Source: an optimization exercise on an open RTL-to-GDS flow (aim: small area). Production flows keep margins and buffers that such runs may drop. Function was checked by simulation only, so behaviour that the tests miss may differ from the original. Power is estimated from default activity; no workload was simulated.

`flow/config.mk`:
```
export PLATFORM = sky130hd
export DESIGN_NAME = rcu_top
export DESIGN_NICKNAME = rcu_top
export VERILOG_FILES = /design/flow/design.v
export SDC_FILE = /design/flow/constraint.sdc
export NUM_CORES = 4
export LEC_CHECK = 0
export CAP_MARGIN = 20
export CORE_MARGIN = 2
export CORE_UTILIZATION = 40
export SLEW_MARGIN = 20
```
`flow/constraint.sdc`:
```
create_clock -name core_clock -period 10.0 [get_ports {clk}]
set_input_delay 2.0000 -clock core_clock [delete_from_list [all_inputs] [get_ports {clk}]]
set_output_delay 2.0000 -clock core_clock [all_outputs]
set_load 0.01 [all_outputs]
```
`flow/design.v`:
```
`timescale 1ns/10ps
package rcu_pkg;
    typedef struct packed {
        logic                   valid;
        logic [32-1:0]   pc;
        logic [5-1:0] rs1;
        logic [5-1:0] rs2;
        logic [5-1:0] rd;
        logic                   uses_rs1;
        logic                   uses_rs2;
        logic                   uses_rd;
    } dispatch_t;
    typedef struct packed {
        logic [6-1:0] prs1;
        logic [6-1:0] prs2;
        logic [6-1:0] prd;
        logic [6-1:0] lprd;
    } renamed_t;
    typedef struct packed {
        logic                   valid;
        logic [3-1:0]  line;
        logic [32-1:0]   pc;
        logic [6-1:0] prs1;
        logic [6-1:0] prs2;
        logic [6-1:0] prd;
    } issue_t;
    typedef struct packed {
        logic                   valid;
        logic [3-1:0]  line;
        logic [6-1:0] prd;
    } wb_t;
    typedef struct packed {
        logic                   valid;
        logic [32-1:0]   pc;
        logic [5-1:0] rd;
        logic [6-1:0] prd;
        logic [6-1:0] lprd;
    } commit_t;
endpackage
`timescale 1ns/10ps
module rename_map (
    input  logic      clk,
    input  logic      reset,
    input  logic      trapped,
    input  rcu_pkg::dispatch_t dispatch,
    input  logic      accept,
    input  rcu_pkg::commit_t   commit,
    output rcu_pkg::renamed_t  renamed,
    output logic      free_empty
);
    logic [6-1:0] spec_map [32];
    logic [6-1:0] comm_map [32];
    logic [64-1:0] free_bits;
    logic [64-1:0] comm_busy;
    logic [6-1:0] free_pick;
    logic                   has_rd;
    always_comb begin
        free_pick = '0;
        for (int i = 64 - 1; i > 0; i--) begin
            if (free_bits[i]) begin
                free_pick = i[6-1:0];
            end
        end
    end
    assign free_empty = ~|free_bits;
    assign has_rd = dispatch.uses_rd && (dispatch.rd != '0);
    always_comb begin
        renamed.prs1 = dispatch.uses_rs1 ? spec_map[dispatch.rs1] : '0;
        renamed.prs2 = dispatch.uses_rs2 ? spec_map[dispatch.rs2] : '0;
        renamed.prd  = has_rd ? free_pick : '0;
        renamed.lprd = has_rd ? spec_map[dispatch.rd] : '0;
    end
    always_ff @(posedge clk) begin
        if (reset) begin
            for (int i = 0; i < 32; i++) begin
                spec_map[i] <= '0;
            end
            free_bits <= {{(64 - 1){1'b1}}, 1'b0};
        end else if (trapped) begin
            for (int i = 0; i < 32; i++) begin
                spec_map[i] <= comm_map[i];
            end
            free_bits <= {~comm_busy[64-1:1], 1'b0};
        end else begin
            if (accept && has_rd) begin
                spec_map[dispatch.rd] <= free_pick;
                free_bits[free_pick] <= 1'b0;
            end
            if (commit.valid && (commit.lprd != '0)) begin
                free_bits[commit.lprd] <= 1'b1;
            end
        end
    end
    always_ff @(posedge clk) begin
        if (reset) begin
            for (int i = 0; i < 32; i++) begin
                comm_map[i] <= '0;
            end
            comm_busy <= '0;
        end else if (commit.valid) begin
            if (commit.lprd != '0) begin
                comm_busy[commit.lprd] <= 1'b0;
            end
            if (commit.prd != '0) begin
                comm_map[commit.rd] <= commit.prd;
                comm_busy[commit.prd] <= 1'b1;
            end
        end
    end
endmodule
`timescale 1ns/10ps
module issue_select (
    input  logic                  clk,
    input  logic                  reset,
    input  logic                  trapped,
    input  logic                  accept,
    input  logic [3-1:0] accept_line,
    input  rcu_pkg::dispatch_t             dispatch,
    input  rcu_pkg::renamed_t              renamed,
    input  logic [3-1:0] head_line,
    input  logic [3-1:0] tail_line,
    input  logic                  fu_ready,
    input  rcu_pkg::wb_t                   writeback,
    output rcu_pkg::issue_t                issue
);
    logic [32-1:0]   ent_pc   [8];
    logic [6-1:0] ent_prs1 [8];
    logic [6-1:0] ent_prs2 [8];
    logic [6-1:0] ent_prd  [8];
    logic [8-1:0] pending;
    logic [8-1:0] issued;
    logic [64-1:0] phys_ready;
    logic                  sel_found;
    logic [3-1:0] sel_line;
    logic [3-1:0] scan_line;
    logic                  scan_stop;
    logic                  fire;
    always_comb begin
        sel_found = 1'b0;
        sel_line  = head_line;
        scan_line = head_line;
        scan_stop = 1'b0;
        for (int k = 0; k < 8; k++) begin
            scan_line = head_line + k[3-1:0];
            if ((k != 0) && (scan_line == tail_line)) begin
                scan_stop = 1'b1;
            end
            if (!scan_stop && !sel_found && pending[scan_line] && !issued[scan_line]
                    && phys_ready[ent_prs1[scan_line]] && phys_ready[ent_prs2[scan_line]]) begin
                sel_found = 1'b1;
                sel_line  = scan_line;
            end
        end
    end
    always_comb begin
        issue.valid = sel_found && !trapped;
        issue.line  = sel_line;
        issue.pc    = ent_pc[sel_line];
        issue.prs1  = ent_prs1[sel_line];
        issue.prs2  = ent_prs2[sel_line];
        issue.prd   = ent_prd[sel_line];
    end
    assign fire = issue.valid && fu_ready;
    always_ff @(posedge clk) begin
        if (reset || trapped) begin
            pending <= '0;
            issued  <= '0;
        end else begin
            if (fire) begin
                issued[sel_line] <= 1'b1;
            end
            if (writeback.valid) begin
                pending[writeback.line] <= 1'b0;
            end
            if (accept) begin
                pending[accept_line] <= 1'b1;
                issued[accept_line]  <= 1'b0;
            end
        end
    end
    always_ff @(posedge clk) begin
        if (reset || trapped) begin
            phys_ready <= '1;
        end else begin
            if (writeback.valid) begin
                phys_ready[writeback.prd] <= 1'b1;
            end
            if (accept && (renamed.prd != '0)) begin
                phys_ready[renamed.prd] <= 1'b0;
            end
        end
    end
    always_ff @(posedge clk) begin
        if (accept) begin
            ent_pc[accept_line]   <= dispatch.pc;
            ent_prs1[accept_line] <= renamed.prs1;
            ent_prs2[accept_line] <= renamed.prs2;
            ent_prd[accept_line]  <= renamed.prd;
        end
    end
endmodule
`timescale 1ns/10ps
module rob_commit (
    input  logic                  clk,
    input  logic                  reset,
    input  logic                  trapped,
    input  rcu_pkg::dispatch_t             dispatch,
    input  rcu_pkg::renamed_t              renamed,
    input  logic                  free_empty,
    input  rcu_pkg::wb_t                   writeback,
    output logic                  dispatch_ready,
    output logic                  accept,
    output logic [3-1:0] head_line,
    output logic [3-1:0] tail_line,
    output rcu_pkg::commit_t               commit
);
    logic [3-1:0] head;
    logic [3-1:0] tail;
    logic [8-1:0] used;
    logic [8-1:0] finished;
    logic [32-1:0]   ent_pc   [8];
    logic [5-1:0] ent_rd   [8];
    logic [6-1:0] ent_prd  [8];
    logic [6-1:0] ent_lprd [8];
    logic do_commit;
    assign head_line = head;
    assign tail_line = tail;
    assign dispatch_ready = !used[tail] && !free_empty;
    assign accept = dispatch.valid && dispatch_ready && !trapped;
    assign do_commit = used[head] && finished[head] && !trapped;
    always_comb begin
        commit.valid = do_commit;
        commit.pc    = ent_pc[head];
        commit.rd    = ent_rd[head];
        commit.prd   = ent_prd[head];
        commit.lprd  = ent_lprd[head];
    end
    always_ff @(posedge clk) begin
        if (reset || trapped) begin
            head     <= '0;
            tail     <= '0;
            used     <= '0;
            finished <= '0;
        end else begin
            if (writeback.valid) begin
                finished[writeback.line] <= 1'b1;
            end
            if (do_commit) begin
                used[head]     <= 1'b0;
                finished[head] <= 1'b0;
                head           <= head + 1'b1;
            end
            if (accept) begin
                used[tail]     <= 1'b1;
                finished[tail] <= 1'b0;
                tail           <= tail + 1'b1;
            end
        end
    end
    always_ff @(posedge clk) begin
        if (accept) begin
            ent_pc[tail]   <= dispatch.pc;
            ent_rd[tail]   <= dispatch.uses_rd ? dispatch.rd : '0;
            ent_prd[tail]  <= renamed.prd;
            ent_lprd[tail] <= renamed.lprd;
        end
    end
endmodule
`timescale 1ns/10ps
module rcu_top (
    input  logic                   clk,
    input  logic                   reset,
    input  logic                   trapped,
    input  logic                   fu_ready,
    input  logic                   dispatch_valid,
    input  logic [32-1:0]   dispatch_pc,
    input  logic [5-1:0] dispatch_rs1,
    input  logic [5-1:0] dispatch_rs2,
    input  logic [5-1:0] dispatch_rd,
    input  logic                   dispatch_uses_rs1,
    input  logic                   dispatch_uses_rs2,
    input  logic                   dispatch_uses_rd,
    input  logic                   wb_valid,
    input  logic [3-1:0]  wb_line,
    input  logic [6-1:0] wb_prd,
    output logic                   dispatch_ready,
    output logic                   issue_valid,
    output logic [3-1:0]  issue_line,
    output logic [32-1:0]   issue_pc,
    output logic [6-1:0] issue_prs1,
    output logic [6-1:0] issue_prs2,
    output logic [6-1:0] issue_prd,
    output logic                   commit_valid,
    output logic [32-1:0]   commit_pc,
    output logic [5-1:0] commit_rd,
    output logic [6-1:0] commit_prd,
    output logic [6-1:0] commit_lprd
);
    rcu_pkg::dispatch_t             dispatch;
    rcu_pkg::wb_t                   writeback;
    rcu_pkg::issue_t                issue;
    rcu_pkg::commit_t               commit;
    logic                  accept;
    logic                  free_empty;
    logic [3-1:0] head_line;
    logic [3-1:0] tail_line;
    rcu_pkg::renamed_t              renamed;
    assign dispatch.valid    = dispatch_valid;
    assign dispatch.pc       = dispatch_pc;
    assign dispatch.rs1      = dispatch_rs1;
    assign dispatch.rs2      = dispatch_rs2;
    assign dispatch.rd       = dispatch_rd;
    assign dispatch.uses_rs1 = dispatch_uses_rs1;
    assign dispatch.uses_rs2 = dispatch_uses_rs2;
    assign dispatch.uses_rd  = dispatch_uses_rd;
    assign writeback.valid = wb_valid;
    assign writeback.line  = wb_line;
    assign writeback.prd   = wb_prd;
    assign issue_valid = issue.valid;
    assign issue_line  = issue.line;
    assign issue_pc    = issue.pc;
    assign issue_prs1  = issue.prs1;
    assign issue_prs2  = issue.prs2;
    assign issue_prd   = issue.prd;
    assign commit_valid = commit.valid;
    assign commit_pc    = commit.pc;
    assign commit_rd    = commit.rd;
    assign commit_prd   = commit.prd;
    assign commit_lprd  = commit.lprd;
    rename_map u_rename (
        .clk        (clk),
        .reset      (reset),
        .trapped    (trapped),
        .dispatch   (dispatch),
        .accept     (accept),
        .commit     (commit),
        .renamed    (renamed),
        .free_empty (free_empty)
    );
    issue_select u_issue (
        .clk         (clk),
        .reset       (reset),
        .trapped     (trapped),
        .accept      (accept),
        .accept_line (tail_line),
        .dispatch    (dispatch),
        .renamed     (renamed),
        .head_line   (head_line),
        .tail_line   (tail_line),
        .fu_ready    (fu_ready),
        .writeback   (writeback),
        .issue       (issue)
    );
    rob_commit u_rob (
        .clk            (clk),
        .reset          (reset),
        .trapped        (trapped),
        .dispatch       (dispatch),
        .renamed        (renamed),
        .free_empty     (free_empty),
        .writeback      (writeback),
        .dispatch_ready (dispatch_ready),
        .accept         (accept),
        .head_line      (head_line),
        .tail_line      (tail_line),
        .commit         (commit)
    );
endmodule
```
`flow/run.sh`:
```
#!/bin/bash
# synth_recipe.tcl (not shown) runs the flow's synth.tcl, then flattens the netlist and writes it again
# the make line also repeats each setting of config.mk as NAME=value (left out here)
make -C /OpenROAD-flow-scripts/flow DESIGN_CONFIG=/design/flow/config.mk WORK_HOME=/design/flow/orfs CLKGATE_MAP_FILE= SYNTH_SCRIPT=/design/flow/synth_recipe.tcl finish
```
==> metrics.yaml <==
synth_most_common_cell: "edfxtp_1"
grt_pass1_wl_mm: 372
synth_area_per_cell_um2: 11.4
first_iter_violations: 7472
yosysWarningCount: 3
synth-edff-count: 872
layout.nets: 6215
finalCritPeriodShare_pct: 98.0
synth_common_cells: "872 x edfxtp_1, 797 x mux2i_1, 637 x nand2_1"
clock_skew_ps: 85.4
tightest_slew_ps: 1210
yosysSeqAreaShare_pct: 44.0
syn_to_final_growth_pct: 12.1
clock_tree.buffer_depth: 3
fp-row-count: 153
worstPathArrival_ps: 7800
placed_cells: 8292
h-tree-depth: 3
drive_above_1_share_pct: 17.3
die_w_um: 423
ys_ff_latch: 1104
tns_ps: 0
synth_cell_types: 111
switching_share_pct: 23.8
max_freq_ghz: 0.102
drt-wirelength-per-cell_um: 30.3
hold_class: "reg -> reg"
fin_hold_ws_ps: 402
worst_setup_path_start_kind: "flip-flop"
numCtsBuffers: 114
synthMuxAreaShare_pct: 26.8
ios: 170
track_usage_pct: 28.0
yosysTopAreaCellShare_pct: 37.4
core_um2: 174000
clk_pin_slew_ps: 80
dp_hpwl_mm: 172
setup_viol: 0
power_frac_seq_pct: 49.7
ant_nets: 0
p_per_area_nw_per_um2: 131
synth_cells: 6154
initial_core_util_pct: 40.3
grt_pass1_vias: 53500
p_int_w: 0.00784
yosys-top-cells-area: "edfxtp_1 37%, mux4_2 13%, mux2i_1 11%"
path_class: "reg -> out"
crit_fanout: 31
synth_compound_area_share_pct: 11.5
viasPerCell: 6.55
cp-end-kind: "output port"
p_comb_share_pct: 7.2
vias: 56000
stdcell_count: 8544
outcome: "no timing/DRC/antenna violations"
cts_root_buffer: "clkbuf_16"
synth_xor_area_share_pct: 0.471
leakagePower_nw: 26.9
drc: 0
fin_util_pct: 45.1
ys_async_sr_fraction_pct: 0
hold_violations: 0
antenna_found_initial: 10
p_switching_w: 0.00245
required_ps: 8000
syn_area_um2: 70100
rsz0062_at_grt: "false"
finalCriticalPeriod_ps: 9800
synth_largest_area_cell: "edfxtp_1"
firstDrtPassIters: 6
grt_max_degree: 172
dieArea_um2: 179000
maxSlewHeadroom_pct: 19.3
wl_mm: 259
cts.sinks: 1104
slew_violations: 0
synthFlopType: "edfxtp_1"
gp_congestion: 1.01
port_buffers: 169
ir_drop_mv: 0.156
yosys.area_share.simple_pct: 12.4
synth-adder-area-share_pct: 0.643
die_h_um: 423
maxCapViolations: 0
fill_cells: 15900
overflow: 0
power.share.clock_pct: 43.2
synth_top_family_by_area: "multiplexers"
synthesis.nets: 6255
cts_tree: "yes"
clk-insertion-delay-late_ps: 810
-- worst max-delay path: stages (launching register included) --
cell             delay (ps)
dfxtp_4                 630
buf_4                   330
xor2_4                  680
buf_4                   340
mux2i_4                 680
mux2i_1                 290
mux2i_1                  90
o22ai_1                 170
nor3_1                  100
nor4_4                  530
nor2_2                  180
o311ai_1                280
nand3_1                 200
a311oi_2                410
nor2_2                  110
bufinv_16               350
nand2_1                 370
buf_12                  290
o22a_1                  230
o221ai_1                 80
clkdlybuf4s50_1         640
-- power groups by stage --
stage          registers, W  clock network, W  logic [W]
6_report            0.00512           0.00444   0.000736
2_1_floorplan       0.00518                 0   0.000433
3_5_place_dp        0.00521                 0   0.000724
5_1_grt             0.00512           0.00467   0.000772
4_1_cts             0.00511           0.00450   0.000726
3_3_place_gp        0.00521                 0   0.000718
-- cells by family (layout without fill, tap and decap cells) --
logic type | Yosys count | in the layout
and+or+nand+nor | 1829 | 1830
muxes | 1324 | 1325
AOI/OAI and AO/OA | 1188 | 1188
DFF | 1104 | 1104
buffers and inverters | 637 | 693
adders and majority gates | 36 | 36
xor gates and xnor gates | 36 | 37
other | 0 | 6
-- worst paths after layout --
| path | from | endpoint | slack, ps | depth (start not counted) |
|---|---|---|---|---|
| worst max-delay path | u_rob.head[2]$_SDFFE_PP0P_ | issue_prd[5] | 200 | 20 |
| worst min register to register | u_rename.comm_busy[16]$_SDFFE_PP0P_ | u_rename.free_bits[16]$_SDFF_PP1_ | 400 | 1 |
| worst min-delay path | u_rename.comm_busy[16]$_SDFFE_PP0P_ | u_rename.free_bits[16]$_SDFF_PP1_ | 400 | 1 |
| worst max register to register | u_rob.head[0]$_SDFFE_PP0P_ | u_issue.issued[0]$_SDFF_PP0_ | 3230 | 15 |
-- layout by cell type (no fill, tap or decap), types with 46 or more instances in the layout --
cell	count
a211oi_1	59
a21oi_1	170
a221oi_1	46
a22o_1	47
a22oi_1	178
a31oi_1	50
and2_1	57
and3_1	48
buf_4	212
clkbuf_16	114
clkdlybuf4s50_1	162
dfxtp_1	226
edfxtp_1	872
inv_1	70
mux2_2	81
mux2i_1	779
mux4_2	417
nand2_1	636
nand2b_1	70
nand3_1	125
nand3b_1	109
nor2_1	472
nor2b_1	53
nor3_1	75
o21ai_0	316
o22ai_1	65
-- through the flow --
step	cell area, um2	power (W)	setup slack [ps]
after floorplan	70100	0.00561	1740
after global placement	74100	0.00592	487
after detailed placement	74100	0.00593	445
after CTS	78100	0.0103	1.16
after global routing	78500	0.0106	3.97
final	78500	0.0103	196
-- cell type report --
cell class,count,area [um2],share of cell area [%]
Multi-Input combinational cell,4416,36900,47.0
Clock inverter,83,951,1.21
Inverter,79,330,0.421
Clock buffer,132,2930,3.73
Sequential cell,1104,30800,39.3
Antenna cell,6,15.0,0.0191
Tap cell,2325,2910,3.71
Timing Repair Buffer,399,3630,4.62
-- what timing repair did --
item,CTS,global route
buffers inserted,5,23
cloned,2,1
hold buffers,0,0
gates resized for setup,9,16
pin swaps,4,3
endpoints found under the setup margin,47,49
-- flip-flops by register name (all words and copies together) (netlist names), 40 cells and up, named ones only --
signal / cells
u_rob.ent_pc: 256
u_issue.ent_prs1: 48
u_rename.spec_map: 192
u_rob.ent_prd: 48
u_rename.free_bits: 64
u_rob.ent_rd: 40
u_issue.phys_ready: 64
u_rob.ent_lprd: 48
u_rename.comm_busy: 63
u_rename.comm_map: 192
u_issue.ent_prs2: 48
-- layer usage --
metal	wire length, um	global-route usage, %
met3	26200	6.25
met2	119000	43.8
met1	98100	36.3
met5	50	0
met4	15800	14.9

[separate check: timing with driven ports]
Ports are ideal in the flow. The routed layout listed here was re-timed in OpenROAD. Step 1 (the two cells are an assumption about what drives the block):
set clk [get_ports {clk}]
set_driving_cell -lib_cell sky130_fd_sc_hd__clkbuf_16 $clk
set_driving_cell -lib_cell sky130_fd_sc_hd__buf_2 [delete_from_list [all_inputs] $clk]
Step 2, shift: input delay + t, output delay - t, t = (earliest + latest rising clock arrival at the registers) / 2. This alone moves slack from input paths to output paths. Three values: ideal ports, drivers, drivers and shift; two values: the first two.
t (ns): 0.850
setup WS [ns]: 0.196 / 0.110 / 0.960
latest minus earliest clock arrival (ns): 0.085 / 0.085
worst data-port slew with drivers (ns): 0.17
After both steps setup and hold are still met in this run. The setup slack of this run moves by -0.086 ns with the drivers and by +0.764 ns with both steps.
